What follows belongs to an exercise in optimizing a design on an open flow for small area, a short achievable clock period and few clock cycles; a production flow would make more cautious choices.
In this exercise RTL edits were held to simulation tests only and were not proved equivalent to the original.

## tanimoto_top
module tanimoto_top (
    input  logic        clk,
    input  logic        rstn,
    input  logic        i_vec_valid,
    input  logic [31:0] i_vec,
    input  logic [13:0] i_thr_wr,
    input  logic        i_out_credit,
    output logic [9:0]  o_pair,
    output logic        o_pair_valid,
    output logic        o_in_credit
);
Size in the first run: ~2500 cells after synthesis, about 670 flip-flops, roughly 31000 µm² of cells after synthesis.
==> flow/config.mk <==
export PLATFORM = sky130hd
export DESIGN_NAME = tanimoto_top
export DESIGN_NICKNAME = tanimoto_top
export VERILOG_FILES = /design/flow/design.v
export SDC_FILE = /design/flow/constraint.sdc
export NUM_CORES = 4
export LEC_CHECK = 0
export ABC_CLOCK_PERIOD_IN_PS = 2000
export CAP_MARGIN = 20
export CORE_MARGIN = 2
export CORE_UTILIZATION = 30
export CTS_BUF_LIST = sky130_fd_sc_hd__clkbuf_8
export CTS_CLUSTER_SIZE = 30
export PLACE_DENSITY = 0.55
export SETUP_SLACK_MARGIN = 1.75
export SLEW_MARGIN = 20
==> flow/constraint.sdc <==
create_clock -name core_clock -period 4.0 [get_ports {clk}]
set_input_delay 0.8000 -clock core_clock [delete_from_list [all_inputs] [get_ports {clk}]]
set_output_delay 0.8000 -clock core_clock [all_outputs]
set_load 0.01 [all_outputs]
run.sh (not shown) runs the stock make flow with config.mk's settings and CLKGATE_MAP_FILE= SYNTH_SCRIPT=/design/flow/synth_recipe.tcl, a recipe that flattens the netlist after the stock synthesis.
Testbench counts at the start, summed over its fixed seeds: cycles 3,204.
Next try:
--- a/flow/design.v
+++ b/flow/design.v
@@ -60,30 +60,32 @@
         wdata <= rstn ? wu : 6'd0;
     end
     logic [5:0] thr [33];
     always_ff @(posedge clk) begin
         for (int e = 0; e < 33; e++) begin
             if (wall || (wen && waddr == 6'(e)))
                 thr[e] <= (wdata | ((e == 0) ? 6'(wall) : 6'd0)) & 6'((1 << ubits(e)) - 1);
         end
     end
-    logic [2:0]  nload;       
+    logic [3:0]  lsel;
     logic        ld0;
+    logic [1:0]  lidx;
     logic [31:0] ref_v [4];
     logic [5:0]  ref_a [4];
-    assign ld0 = ~nload[2];
-    always_ff @(posedge clk) begin
-        if (!rstn) nload <= '0;
-        else if (i_vec_valid && ld0) nload <= nload + 3'd1;
+    assign ld0  = lsel != 4'd0;
+    assign lidx = {lsel[2] | lsel[3], lsel[1] | lsel[3]};
+    always_ff @(posedge clk) begin
+        if (!rstn) lsel <= 4'd1;
+        else if (i_vec_valid) lsel <= {lsel[2:0], 1'b0};
     end
     always_ff @(posedge clk) begin
         for (int r = 0; r < 4; r++)
-            if (rstn && i_vec_valid && ld0 && nload[1:0] == 2'(r)) ref_v[r] <= i_vec;
+            if (i_vec_valid && lsel[r]) ref_v[r] <= i_vec;
     end
     function automatic [3:0] pc8(input [7:0] x);
         logic s1, c1, s2, c2, s3, c3, c4, s5, c5, c6;
         s1 = x[0] ^ x[1] ^ x[2];
         c1 = (x[0] & x[1]) | (x[0] & x[2]) | (x[1] & x[2]);
         s2 = x[3] ^ x[4] ^ x[5];
         c2 = (x[3] & x[4]) | (x[3] & x[5]) | (x[4] & x[5]);
         s3 = s1 ^ s2 ^ x[6];
         c3 = (s1 & s2) | (s1 & x[6]) | (s2 & x[6]);
@@ -94,19 +96,19 @@
         pc8 = {c5 & c6, c5 ^ c6, s5 ^ c4, s3 ^ x[7]};
     endfunction
     logic        v1, ld1;
     logic [1:0]  idx1;
     logic [3:0][3:0] pb1;
     logic [3:0][3:0][3:0] pc1;
     always_ff @(posedge clk) begin
         v1   <= rstn & i_vec_valid & ~ld0;
         ld1  <= rstn & i_vec_valid & ld0;
-        idx1 <= nload[1:0];
+        idx1 <= lidx;
         for (int g = 0; g < 4; g++) begin
             pb1[g] <= pc8(i_vec[g*8 +: 8]);
             for (int r = 0; r < 4; r++) pc1[r][g] <= pc8(i_vec[g*8 +: 8] & ref_v[r][g*8 +: 8]);
         end
     end
     function automatic [9:0] csa4(input [3:0] p0, input [3:0] p1, input [3:0] p2, input [3:0] p3);
         logic [4:0] s1, k1, s2, k2, a, b, d;
         a  = {1'b0, p0};
         b  = {1'b0, p1};
@@ -126,53 +128,53 @@
         v2   <= rstn & v1;
         ld2  <= rstn & ld1;
         idx2 <= idx1;
         bsk2 <= csa4(pb1[0], pb1[1], pb1[2], pb1[3]);
         for (int r = 0; r < 4; r++) csk2[r] <= csa4(pc1[r][0], pc1[r][1], pc1[r][2], pc1[r][3]);
     end
     logic        v2b, ld2b;
     logic [1:0]  idx2b;
     logic [5:0]  b2;
-    logic [3:0][5:3] c2;
+    logic [3:0][4:0] hi2;
     logic [3:0][7:0] lo2;
     always_ff @(posedge clk) begin
         v2b   <= rstn & v2;
         ld2b  <= rstn & ld2;
         idx2b <= idx2;
         b2    <= 6'(bsk2[4:0]) + {bsk2[9:5], 1'b0};
         for (int r = 0; r < 4; r++) begin
             logic [5:0] c;
             c = 6'(csk2[r][4:0]) + {csk2[r][9:5], 1'b0};
-            c2[r]  <= c[5:3];
+            hi2[r] <= 5'd1 << c[5:3];
             lo2[r] <= 8'd1 << c[2:0];
         end
     end
     always_ff @(posedge clk) begin
         for (int r = 0; r < 4; r++)
             if (ld2b && idx2b == 2'(r)) ref_a[r] <= b2;
     end
     logic        v3;
     logic [3:0][5:0] u3, x3;
     always_ff @(posedge clk) begin
         v3 <= rstn & v2b;
         for (int r = 0; r < 4; r++) begin
             logic [5:0] u;
-            logic [4:0] hi;
             logic [2:0] cl;
-            hi = 5'd1 << c2[r];
+            logic [1:0] ch;
             u = '0;
             for (int e = 0; e < 33; e++)
-                u = u | ((lo2[r][e % 8] && hi[e / 8]) ? thr[e] : 6'd0);
+                u = u | ((lo2[r][e % 8] && hi2[r][e / 8]) ? thr[e] : 6'd0);
             u3[r] <= u;
             cl = {lo2[r][4] | lo2[r][5] | lo2[r][6] | lo2[r][7],
                   lo2[r][2] | lo2[r][3] | lo2[r][6] | lo2[r][7],
                   lo2[r][1] | lo2[r][3] | lo2[r][5] | lo2[r][7]};
-            x3[r] <= ref_a[r] + b2 - {c2[r][4:3], cl, 1'b0};
+            ch = {hi2[r][2] | hi2[r][3], hi2[r][1] | hi2[r][3]};
+            x3[r] <= ref_a[r] + b2 - {ch, cl, 1'b0};
         end
     end
     logic [3:0]   ring [K];
     logic [K-1:0] nz;
     logic [K-1:0] wp;
     always_ff @(posedge clk) begin
         for (int i = 0; i < K; i++) begin
             if (v3 && wp[i]) begin
                 for (int r = 0; r < 4; r++) ring[i][r] <= x3[r] < u3[r];
=>
- critical path depth rises by 3
- core utilization falls by 0.47 points
- design area falls by 0.31%
- first-iteration DRC count rises by 15%
- worst hold slack gets better by 0.017 ns
- synthesized cell count rises by 1.2%
- worst setup slack gets better by 0.038 ns
Testbench counts after the change, summed over its fixed seeds: cycles 3,204.

[port drivers added, routing unchanged]
The flow's constraints put no driver on any port. The routed layouts listed below were extracted and timed again, unchanged, in two steps.
Step 1: set_driving_cell puts a clkbuf_16 on clk and a buf_2 on each other input, an assumption about the parent block.
Step 2 also shifts input and output timing later by t, the mid clock arrival at the registers, as if the neighbouring blocks saw the same clock.
a / b / c = ideal / step 1 / step 2; a / b = the first two.
run	shift t [ns]	slack for setup (ns)	worst setup path after step 2	clock arrival spread, ns	slew at the worst register clock pin (ns)
the first run	0.800	1.596 / 1.596 / 0.950	input to register	0.055 / 0.055	0.07 / 0.07
the second run	0.786	1.634 / 1.634 / 0.947	input to register	0.034 / 0.035	0.07 / 0.07
After both steps setup and hold are still met in every run listed. The setup slack of the second run, which loses most, moves by 0.000 ns with the drivers and by -0.687 ns with both steps.
